Background: an optimization exercise with open tools, aiming at small area, a short achievable clock period and few clock cycles per item. Do not read the settings as production practice. In this exercise RTL edits were held to simulation tests only and were not proved equivalent to the original. Power figures rest on the tool's default switching activity, not on a simulated workload.

==> design.v <==
`timescale 1ns / 1ps
package pdtc_pkg;
  localparam int COUNT_BITS_DEF = 16;
  localparam int REG_W          = 16;
  localparam int NUM_BP         = 6;
  localparam int TEMP_W = 15;
  localparam int VOLT_W = 13;
  localparam int SEG_W  = 3;
  localparam int QW = 14;
endpackage
`timescale 1ns / 1ps
`timescale 1ns / 1ps
`timescale 1ns / 1ps
`timescale 1ns / 1ps
`timescale 1ns / 1ps
module pwm_duty_temperature_converter_top
#(
  parameter int COUNT_BITS = pdtc_pkg::COUNT_BITS_DEF
) (
  input  logic                     clk,
  input  logic                     rst_n,
  input  logic                     in_valid,
  output logic                     in_stall,
  input  logic                     in_pin_level,
  output logic                     out_valid,
  input  logic                     out_stall,
  output logic signed [pdtc_pkg::TEMP_W-1:0] out_temperature_centi,
  output logic [pdtc_pkg::VOLT_W-1:0]        out_voltage_mv,
  output logic [pdtc_pkg::SEG_W-1:0]         out_segment,
  input  logic                     cfg_valid,
  output logic                     cfg_ready,
  input  logic [2:0]               cfg_index,
  input  logic [pdtc_pkg::REG_W-1:0]         cfg_wdata
);
  logic [15:0] win_r;
  logic [15:0] bp_r [6];
  assign cfg_ready = 1'b1;
  always_ff @(posedge clk) begin
    if (!rst_n) begin
      win_r    <= 16'd40000;
      bp_r[0]  <= 16'd43133;
      bp_r[1]  <= 16'd39705;
      bp_r[2]  <= 16'd35015;
      bp_r[3]  <= 16'd28817;
      bp_r[4]  <= 16'd20964;
      bp_r[5]  <= 16'd11312;
    end else if (cfg_valid) begin
      case (cfg_index)
        3'd0: win_r   <= {cfg_wdata[15:1], cfg_wdata[0] | (cfg_wdata[15:1] == 15'd0)};
        3'd1: bp_r[0] <= cfg_wdata;
        3'd2: bp_r[1] <= cfg_wdata;
        3'd3: bp_r[2] <= cfg_wdata;
        3'd4: bp_r[3] <= cfg_wdata;
        3'd5: bp_r[4] <= cfg_wdata;
        3'd6: bp_r[5] <= cfg_wdata;
        default: ;
      endcase
    end
  end
  logic [15:0] weff;
  assign weff = win_r;
  logic [15:0] sc_r, hc_r;
  logic        close_r;             
  logic        hq_v;
  logic [15:0] hq_h;
  logic        stall_r;
  logic        take;
  logic        accept, push, hq_v_nxt, close_nxt;
  logic        cur, nxt, w_le1;
  logic [15:0] sc_p1, hc_p1, hc_new;
  assign in_stall = stall_r;
  assign accept   = in_valid && !stall_r;
  assign push     = accept && close_r;
  assign hq_v_nxt = push || (hq_v && !take);
  assign sc_p1  = sc_r + 16'd1;
  assign hc_p1  = hc_r + 16'd1;
  assign hc_new = in_pin_level ? hc_p1 : hc_r;
  assign cur    = ({1'b0, sc_r} + 17'd1) >= {1'b0, win_r};
  assign nxt    = ({1'b0, sc_r} + 17'd2) >= {1'b0, win_r};
  assign w_le1  = (win_r[15:1] == 15'd0);
  assign close_nxt = accept ? (close_r ? w_le1 : nxt) : cur;
  always_ff @(posedge clk) begin
    if (!rst_n) begin
      sc_r    <= '0;
      hc_r    <= '0;
      hq_v    <= 1'b0;
      stall_r <= 1'b0;
      close_r <= 1'b0;
    end else begin
      if (accept) begin
        if (close_r) begin
          sc_r <= '0;
          hc_r <= '0;
        end else begin
          sc_r <= sc_p1;
          hc_r <= hc_new;
        end
      end
      hq_v    <= hq_v_nxt;
      close_r <= close_nxt;
      stall_r <= cfg_valid || (hq_v_nxt && close_nxt);
    end
  end
  always_ff @(posedge clk) begin
    if (push) hq_h <= hc_new;
  end
  localparam logic [3:0] S_IDLE = 4'd0, S_D0 = 4'd1, S_D1 = 4'd2, S_M1 = 4'd3,
                         S_M2   = 4'd4, S_M3 = 4'd5, S_DIV = 4'd6, S_FIN = 4'd7,
                         S_DONE = 4'd8;
  logic [3:0]  st_r;
  logic [3:0]  cnt_r;
  logic [2:0]  k_r;
  logic        sn_r;                
  logic        neg_r, dz_r, ovt_r, ovv_r;
  logic [30:0] xt_r, xv_r;          
  logic [16:0] ud_r;                
  logic out_free, seg;
  assign out_free = !out_valid;
  assign seg      = hq_v && ((st_r == S_IDLE) || (st_r == S_DONE && out_free));
  assign take     = (st_r == S_D1);
  logic [15:0] bx [7];
  logic [2:0]  k_sel;
  logic        ge0;
  always_comb begin
    for (int i = 0; i < 6; i++) bx[i] = bp_r[i];
    bx[6] = 16'd0;
    k_sel = 3'd5;
    for (int i = 4; i >= 0; i--) begin
      if (hq_h >= bx[i+1]) k_sel = 3'(i);
    end
    ge0 = (hq_h >= bx[0]);
  end
  logic [22:0] t5;
  logic [25:0] v5;
  assign t5 = {xt_r[20:0], 2'b00} + {2'b00, xt_r[20:0]};
  assign v5 = {xv_r[23:0], 2'b00} + {2'b00, xv_r[23:0]};
  logic [15:0] mag;
  assign mag = (xt_r[15:0] + ~hq_h + {15'd0, !sn_r}) ^ {16{sn_r}};
  logic [17:0] tt, tv;
  logic        get, gev;
  always_comb begin
    tt  = {1'b0, xt_r[30:14]} - {2'b0, ud_r[15:0]};
    tv  = {1'b0, xv_r[30:14]} - {2'b0, weff};
    get = !tt[17];
    gev = !tv[17];
  end
  always_ff @(posedge clk) begin
    if (!rst_n) begin
      st_r <= S_IDLE;
    end else begin
      case (st_r)
        S_IDLE: if (seg) st_r <= S_D0;
        S_D0:   st_r <= S_D1;
        S_D1:   st_r <= S_M1;
        S_M1:   st_r <= S_M2;
        S_M2:   st_r <= S_M3;
        S_M3:   st_r <= S_DIV;
        S_DIV:  if (cnt_r == 4'd0) st_r <= S_FIN;
        S_FIN:  st_r <= S_DONE;
        S_DONE: if (out_free) st_r <= hq_v ? S_D0 : S_IDLE;
        default: st_r <= S_IDLE;
      endcase
    end
  end
  always_ff @(posedge clk) begin
    if (seg) begin
      k_r   <= k_sel;
      sn_r  <= (k_sel == 3'd0) && ge0;
      ovv_r <= (hq_h >= weff);
      xv_r  <= {12'd0, hq_h, 2'b00} + {15'd0, hq_h};
    end
    case (st_r)
      S_D0: begin
        xt_r <= {15'd0, bx[k_r]};
        ud_r <= {1'b0, bx[k_r + 3'd1]};
        xv_r <= {5'd0, v5};
      end
      S_D1: begin
        xt_r <= {15'd0, mag};
        ud_r <= {1'b0, xt_r[15:0]} - ud_r;
        xv_r <= {5'd0, v5};
      end
      S_M1: begin
        xt_r  <= {8'd0, t5};
        ud_r  <= (ud_r ^ {17{ud_r[16]}}) + {16'd0, ud_r[16]};
        neg_r <= sn_r ^ ud_r[16];
        dz_r  <= (ud_r == 17'd0);
        xv_r  <= {1'b0, v5, 4'd0};
      end
      S_M2: begin
        xt_r <= {8'd0, t5};
      end
      S_M3: begin
        xt_r  <= {4'd0, t5, 4'd0};
        cnt_r <= 4'd14;
      end
      S_DIV: begin
        cnt_r <= cnt_r - 4'd1;
        xt_r  <= {(get ? tt[15:0] : xt_r[29:14]), xt_r[13:0], get};
        xv_r  <= {(gev ? tv[15:0] : xv_r[29:14]), xv_r[13:0], gev};
        if (cnt_r == 4'd14) ovt_r <= (xt_r[30:15] >= ud_r[15:0]);
      end
      S_FIN: begin
        xt_r[15:0] <= tw;
        ovt_r      <= tsat;
        xv_r[12:0] <= vfin;
      end
      default: ;
    endcase
  end
  logic [14:0] qt, qv;
  assign qt = xt_r[14:0];
  assign qv = xv_r[14:0];
  logic [15:0] base, lim;
  always_comb begin
    case (k_r)
      3'd0:    begin base = 16'd1000; lim = neg_r ? 16'd6000  : 16'd22000; end
      3'd1:    begin base = 16'd2000; lim = neg_r ? 16'd8000  : 16'd20000; end
      3'd2:    begin base = 16'd3000; lim = neg_r ? 16'd10000 : 16'd18000; end
      3'd3:    begin base = 16'd4000; lim = neg_r ? 16'd12000 : 16'd16000; end
      3'd4:    begin base = 16'd5000; lim = neg_r ? 16'd14000 : 16'd14000; end
      default: begin base = 16'd6000; lim = neg_r ? 16'd16000 : 16'd12000; end
    endcase
  end
  logic [15:0] tw, tsum;
  logic        tsat;
  logic [14:0] tfin;
  logic [12:0] vfin;
  always_comb begin
    if (neg_r) tsum = base + ~{2'b00, qt[14:1]} + {15'd0, !qt[0]};
    else       tsum = base + {2'b00, qt[14:1]} + {15'd0, qt[0]};
    tw   = dz_r ? base : tsum;
    tsat = !dz_r && (ovt_r || ({1'b0, qt} > lim));
    vfin = ovv_r ? 13'd5000 : 13'((qv + 15'd1) >> 1);
    tfin = ovt_r ? (neg_r ? -15'sd2000 : 15'sd12000) : xt_r[14:0];
  end
  logic               ov_r;
  logic signed [14:0] ot_r;
  logic [12:0]        ovm_r;
  logic [2:0]         os_r;
  logic               fin;
  assign fin                   = (st_r == S_DONE) && out_free;
  assign out_valid             = ov_r;
  assign out_temperature_centi = ot_r;
  assign out_voltage_mv        = ovm_r;
  assign out_segment           = os_r;
  always_ff @(posedge clk) begin
    if (!rst_n) begin
      ov_r <= 1'b0;
    end else if (fin) begin
      ov_r <= 1'b1;
    end else if (!out_stall) begin
      ov_r <= 1'b0;
    end
  end
  always_ff @(posedge clk) begin
    if (fin) begin
      ot_r  <= tfin;
      ovm_r <= xv_r[12:0];
      os_r  <= k_r;
    end
  end
endmodule
==> run.sh <==
#!/bin/bash
# synth_recipe.tcl (not shown) runs the flow's synth.tcl, then flattens the netlist and writes it again
# the make line also repeats each setting of config.mk as NAME=value (left out here)
make -C /OpenROAD-flow-scripts/flow DESIGN_CONFIG=/design/flow/config.mk WORK_HOME=/design/flow/orfs CLKGATE_MAP_FILE= SYNTH_SCRIPT=/design/flow/synth_recipe.tcl finish
==> config.mk <==
export PLATFORM = sky130hd
export DESIGN_NAME = pwm_duty_temperature_converter_top
export DESIGN_NICKNAME = pwm_duty_temperature_converter_top
export VERILOG_FILES = /design/flow/design.v
export SDC_FILE = /design/flow/constraint.sdc
export NUM_CORES = 4
export LEC_CHECK = 0
export CAP_MARGIN = 20
export CORE_MARGIN = 2
export CORE_UTILIZATION = 40
export SETUP_SLACK_MARGIN = 5
export SLEW_MARGIN = 20
==> constraint.sdc <==
create_clock -name core_clock -period 8.0 [get_ports {clk}]
set_input_delay 1.6000 -clock core_clock [delete_from_list [all_inputs] [get_ports {clk}]]
set_output_delay 1.6000 -clock core_clock [all_outputs]
set_load 0.01 [all_outputs]
==> notes.md <==
- Seq pwr share: 0.339
- Post-synthesis sequential area ratio: 0.283
- Hold slack: 0.490 ns
- Post-layout min period: 3.41 ns
- Slew margin rel.: 0.346
- Met3 Usage GRT: 0.0446
- Port buffer count: 57
- Core area: 0.0630 mm^2
- Status: finished clean
- Final WL: 92600 um
- Syn_nets: 3400
- Share of cells above drive strength 1: 0.187
- Max-slew violation total from the final report: 0
- CTS max path bufs: 3
- Top cell type's share of synthesized area: 0.163
- Fin crit share: 0.426
- Drt wl/cell: 22.6 um
- Logic gate share of total power: 0.302
- CTS Hold Bufs: 0
- HPWL after detailed placement: 63500 um
- IO Count: 59
- CP endpoint kind: flop
- Worst Path Arrival: 3.71 ns
- Tightest Pin Transition: 0.978 ns
- Ant. Diodes: 0
- F_max: 0.293 GHz
- Largest net degree at the start of global routing: 117
- #FFs+latches synth: 290
- Area growth, synth to finish: 24.1%
- Startpoint Class: flop
- Number of global-route vias before repair: 23700
- Die Height: 256 um
- Largest area contributor in the synthesized netlist: edfxtp_1
- Drt drc: 0
- Clock power frac: 0.359
- Total congestion overflow: 0
- CTS tree: yes
- Total number of vias: 24800
- Cell Area, Synth: 0.0254 mm^2
- First-pass GRT wire length: 139000 um
- Clock latency on the worst-skew pair: 0.58 ns
- Setup violations, final: 0
- Top cells by area, synth: edfxtp_1 16%, ha_1 16%, dfxtp_1 12%, nand2_1 5.1%, a21oi_1 4.6%
- NetSw: 1.68 mW
- Power per cell area: 159 mW/mm^2
- Pleak: 12.9 nW
- Number of buffers inserted during clock tree synthesis: 39
- Post-synth ARST share: 0
- Final hold violation count: 0
- Worst hold path class: reg2reg
- Via density: 6.05
- Setup Skew: 0.0213 ns
- Setup TNS: 0 ns
- Crit-path max FO: 3
- Initial DRC Count: 2881
- Clock Tree Root: clkbuf_16
- Die width: 256 um
- Maxcap violations: 0
- Gp weighted congestion: 0.936
- Reg clk slew, reported paths: 0.06 ns
- Met1 Use GR: 0.373
- Post-synth EDFFs: 138
- Most frequent cells after synthesis: 343 x nand2_1, 317 x ha_1, 233 x a21oi_1, 188 x inv_1, 178 x o21ai_0
- Synth Instances: 3051
- RSZ-0062 raised after global routing: yes
- Met2 Usage GRT: 0.419
- Initial antenna violation count: 1
- Top Usage Layer GRT: met2
- Antenna Nets Post-Route: 0
- Total chip power: 5.02 mW
- Final #Nets: 3576
- H-tree Lvls: 2
- Critical path required time: 8.30 ns
- Starting density of the core: 0.404
- Unique cell type count in the Yosys netlist: 94
- Total GRT Usage: 0.271
- Num rows: 92
- Net Sw Frac: 0.335
- Die area: 0.0656 mm^2
- Post-synth top flop: dfxtp_1
- Critical path type: reg2reg
- VDD IR max: 0.135 mV
- 1st-pass router iterations: 7
- Yosys Warn Count: 3
- Internal Power: 3.33 mW
- Clock Sinks: 290
- Cell with the most instances after synthesis: nand2_1
- Avg Synthesized Cell Area: 8.33 um^2
[per-layer routing]
layer | wire [um] | vias up
li1 | - | 11500
met5 | 12 | -
met3 | 8210 | 226
met2 | 40500 | 1128
met1 | 39600 | 11900
met4 | 4320 | 2
[cells by family after synthesis]
logic type	synth area share
AOI/OAI and AO/OA	0.260
and+or+nand+nor	0.157
buffers and inverters	0.0541
adders and majority gates	0.162
DFF	0.283
xor gates and xnor gates	0.0676
muxes	0.0166
other	0.000148
[what timing repair did]
action / 4_1_cts / 5_1_grt
endpoints found under the setup margin: 169 / 104
pin swaps: 105 / 101
setup buffers: 129 / 59
resized for setup: 258 / 148
gates cloned: 5 / 1
[stage by stage]
step / util / setup WS [ns] / instance area [um^2] / cells
3_5_place_dp: 0.429 / 3.62 / 27000 / 3838
4_1_cts: 0.482 / 4.68 / 30400 / 4042
6_report: 0.501 / 4.59 / 31500 / 4102
2_1_floorplan: - / 4.72 / 25700 / 3051
5_1_grt: 0.501 / 4.50 / 31500 / 4102
3_3_place_gp: 0.428 / 3.74 / 27000 / 3837
[power by group through the flow]
stage / clock [mW] / sequential (mW) / combinational [mW]
floorplan: 0 / 1.71 / 0.870
global placement: 0 / 1.76 / 1.11
detailed placement: 0 / 1.76 / 1.14
CTS: 1.82 / 1.70 / 1.35
global route: 1.87 / 1.71 / 1.63
finish: 1.80 / 1.70 / 1.52
[cell type report]
cell class              count  area [um^2]
fillers                  5840        31400
multi-input cells        2415        18600
flip-flops and latches    290         7220
repair buffers            290         2610
well taps                 846         1060
clock buffers              45         1030
inverters                 191          758
clock inverters            25          244
[critical path, stage by stage (launching register included)]
cell and delay, ns:
edfxtp_1 0.40, buf_6 0.15, ha_4 0.23, a211o_1 0.35
a2111oi_4 0.42, o311a_4 0.26, o21ai_4 0.07, a31o_1 0.24
o311a_4 0.32, o2111ai_2 0.16, o31ai_1 0.09, or4_1 0.47
[registers in the layout, indices dropped and copies added, names as in the netlist, 3 cells and up]
register and flops:
hc_r 16, ud_r 17, sc_r 16, ot_r 15
ovm_r 13, bp_r 96, xt_r 31, cnt_r 4
hq_h 16, k_r 3, st_r 4, os_r 3
xv_r 31, win_r 16
[path summary, 6_finish.rpt]
kind / to / start / slack (ns) / cells past startpoint
min: bp_r[1][5] / bp_r[1][5] / 0.49 / 2
min reg2reg: bp_r[1][5] / bp_r[1][5] / 0.49 / 2
max: xv_r[25] / xv_r[1] / 4.59 / 11
max reg2reg: xv_r[25] / xv_r[1] / 4.59 / 11
[cell usage in the layout, fill, tap and decap left out, types with 69 or more instances in the layout]
master / Yosys / routed
o21ai_0: 178 / 159
edfxtp_1: 138 / 138
inv_1: 188 / 176
a21boi_0: 71 / 71
ha_1: 317 / 294
a21o_1: 69 / 69
xnor2_1: 129 / 113
nor2_1: 167 / 147
dfxtp_1: 152 / 137
buf_4: 10 / 194
a21oi_1: 233 / 192
nand2_1: 343 / 332
Testbench counts, summed over its fixed seeds: cycles 37,087, windows 1,024.

## port drivers added, routing unchanged
The flow's constraints put no driver on any port. The routed layout listed below was extracted and timed again, unchanged, in two steps. Step 1 (the two cells are an assumption about what drives the block):
set clk [get_ports {clk}]
set_driving_cell -lib_cell sky130_fd_sc_hd__clkbuf_16 $clk
set_driving_cell -lib_cell sky130_fd_sc_hd__buf_2 [delete_from_list [all_inputs] $clk]
Step 2 moves the port delays by t, midway between the first and last clock arrival at a register: inputs arrive t later, outputs are due t later. That takes back most of the time a late clock gives input paths. a / b / c = ideal ports / drivers / drivers and shift; a / b = the first two.
t, ns: 0.627
setup slack, ns: 4.592 / 4.592 / 4.509
clock arrival spread, ns: 0.023 / 0.023
worst slew at a driven data input, ns: 0.04
After both steps this run still meets setup and hold. For this run, drivers alone change the setup slack by 0.000 ns; drivers and shift together by -0.083 ns.
